What follows belongs to an exercise in optimizing a design on an open flow for small area; a production flow would make more cautious choices. Only simulation tests tie the RTL to the original design; equivalence was not proved. The clock port is modelled as an ideal driver, which makes a skipped or thinned clock tree look cheaper than it is; a real chip needs a root buffer or a tree. Power is estimated from default activity; no workload was simulated.

## analogizer_top
module analogizer_top (
	input  logic       i_clk,
	input  logic       i_rst,
	input  logic       i_ena,
	input  logic [1:0] i_video_mode,
	input  logic [7:0] i_r,
	input  logic [7:0] i_g,
	input  logic [7:0] i_b,
	input  logic       i_hsync,
	input  logic       i_vsync,
	input  logic       i_csync,
	input  logic       i_blank_n,
	input  logic       i_ce_pix,
	input  logic       i_poll_req,
	input  logic [7:4] i_bank0_in,
	output logic       o_poll_ack,
	output logic       o_busy,
	output logic [15:0] o_p1_buttons,
	output logic [15:0] o_p2_buttons,
	output logic [7:0] o_bank1_out,
	output logic [7:0] o_bank2_out,
	output logic [7:0] o_bank3_out,
	output logic       o_bank1_dir,
	output logic       o_bank2_dir,
	output logic       o_bank3_dir
);
Size: ~620 cells after synthesis.
export LEC_CHECK = 0
export CAP_MARGIN = 20
export CORE_MARGIN = 2
export CORE_UTILIZATION = 40
export SLEW_MARGIN = 20
export SYNTH_HIERARCHICAL = 1
create_clock -name core_clock -period 10.0 [get_ports {i_clk}]
standard.sh (not shown) runs the stock make flow with config.mk's settings and CLKGATE_MAP_FILE= SYNTH_SCRIPT=/design/flow/synth_recipe.tcl, a recipe that flattens the netlist after the stock synthesis.
==> flow/flow/run.sh <==
#!/bin/bash
# The standard layout, with the smallest buffer on every port and a clock
# tree built by hand (flow/manual_cts.tcl) in place of TritonCTS. Each tool's
# output is in the ORFS logs under orfs/logs; make's own output is in flow.log.
set -euo pipefail
export BUFFER_PORTS_ARGS="-buffer_cell sky130_fd_sc_hd__buf_1"
export PRE_CTS_TCL="$PWD/flow/manual_cts.tcl"
export CLK_TREE_N=10
export CLK_ROOT_BUF=sky130_fd_sc_hd__clkbuf_8
export CLK_TREE_BUF=sky130_fd_sc_hd__clkbuf_8
bash standard.sh > flow.log 2>&1
==> flow/flow/manual_cts.tcl <==
# Hand-built clock tree: the clock port drives a root buffer (CLK_ROOT_BUF), or
# with none the leaf buffers directly; CLK_TREE_N leaf buffers (CLK_TREE_BUF)
# each drive one balanced cluster of the clock sinks (recursive median
# bisection of the placed sinks). TritonCTS is then skipped.
set ntree [expr {[info exists ::env(CLK_TREE_N)] ? $::env(CLK_TREE_N) : 4}]
set bufname [expr {[info exists ::env(CLK_TREE_BUF)] ? $::env(CLK_TREE_BUF) : "sky130_fd_sc_hd__clkbuf_16"}]

set block [ord::get_db_block]
set db [ord::get_db]
set clk [$block findNet i_clk]
set master [$db findMaster $bufname]

set sinks {}
foreach it [$clk getITerms] {
  set inst [$it getInst]
  set loc [$inst getLocation]
  lappend sinks [list [lindex $loc 0] [lindex $loc 1] $it]
}
puts "manual clock tree: [llength $sinks] sinks, $ntree x $bufname"

proc split_sinks { items n axis } {
  if { $n <= 1 } { return [list $items] }
  set sorted [lsort -integer -index $axis $items]
  set n1 [expr {$n / 2}]
  set k [expr {([llength $sorted] * $n1) / $n}]
  set a [lrange $sorted 0 [expr {$k - 1}]]
  set b [lrange $sorted $k end]
  set next [expr {1 - $axis}]
  return [concat [split_sinks $a $n1 $next] [split_sinks $b [expr {$n - $n1}] $next]]
}

set clusters [split_sinks $sinks $ntree 0]
set src $clk
if { [info exists ::env(CLK_ROOT_BUF)] && $::env(CLK_ROOT_BUF) != "" } {
  set root [odb::dbInst_create $block [$db findMaster $::env(CLK_ROOT_BUF)] "clkbuf_manual_root"]
  set src [odb::dbNet_create $block "clknet_manual_root"]
  $src setSigType CLOCK
  [$root findITerm A] connect $clk
  [$root findITerm X] connect $src
  set sx 0; set sy 0
  foreach s $sinks { incr sx [lindex $s 0]; incr sy [lindex $s 1] }
  $root setLocation [expr {$sx / [llength $sinks]}] [expr {$sy / [llength $sinks]}]
  $root setPlacementStatus PLACED
  puts "  root buffer $::env(CLK_ROOT_BUF)"
}
set i 0
foreach cl $clusters {
  set sx 0; set sy 0
  foreach s $cl { incr sx [lindex $s 0]; incr sy [lindex $s 1] }
  set cx [expr {$sx / [llength $cl]}]
  set cy [expr {$sy / [llength $cl]}]
  set buf [odb::dbInst_create $block $master "clkbuf_manual_$i"]
  set net [odb::dbNet_create $block "clknet_manual_$i"]
  $net setSigType CLOCK
  [$buf findITerm A] connect $src
  [$buf findITerm X] connect $net
  foreach s $cl {
    set it [lindex $s 2]
    $it disconnect
    $it connect $net
  }
  $buf setLocation $cx $cy
  $buf setPlacementStatus PLACED
  puts "  cluster $i: [llength $cl] sinks, buffer at $cx $cy"
  incr i
}

set_propagated_clock [all_clocks]

proc clock_tree_synthesis { args } {
  puts "clock_tree_synthesis skipped: the clock tree was built by hand"
}
Edit:
--- a/flow/flow/run.sh
+++ b/flow/flow/run.sh
@@ -8 +8 @@
-export CLK_TREE_N=10
+export CLK_TREE_N=8
@@ -10,0 +11 @@
+export POST_CTS_TCL="$PWD/flow/post_cts.tcl"
==> flow/flow/post_cts.tcl (new file) <==
# Downsize cells on paths with timing slack to spare, then legalize again
repair_timing -recover_power 100
detailed_placement
check_placement -verbose
Effect:
- hold slack is better by 0.0045 ns
- design area shrinks by 0.66%
- power falls by 1.4%
- combinational power hardly moves
- sequential power hardly moves
- maximum frequency goes down by 1.3%
- area after synthesis is unchanged
No run of this note takes its clock network from TritonCTS; it comes from the design's own scripts or RTL.

## port drivers added, routing unchanged
No port has a modelled driver above. Below, the same layouts with a new extraction and two added sets of constraints.
Step 1 sets driving cells, clkbuf_16 on the clock port and buf_2 on the other inputs (assumed; they add their load-dependent delay and slew).
Step 2 adds t to the input delays and takes it off the output delays; t is the mean of the earliest and latest rising clock arrival at the registers after step 1. Input paths then give back, and output paths get back, about the clock's delay inside the block.
Slacks: no drivers / after step 1 / after step 2; pairs: no drivers / after step 1.
| run | shift t [ns] | slack for setup (ns) | worst setup path at the end | clock arrival spread, ns |
|---|---|---|---|---|
| the first run | 0.450 | 3.569 / 3.569 / 3.569 | register to register | 0.012 / 0.012 |
| the second run | 0.431 | 3.485 / 3.485 / 3.485 | register to register | 0.018 / 0.017 |
After both steps every run listed still meets setup and hold.
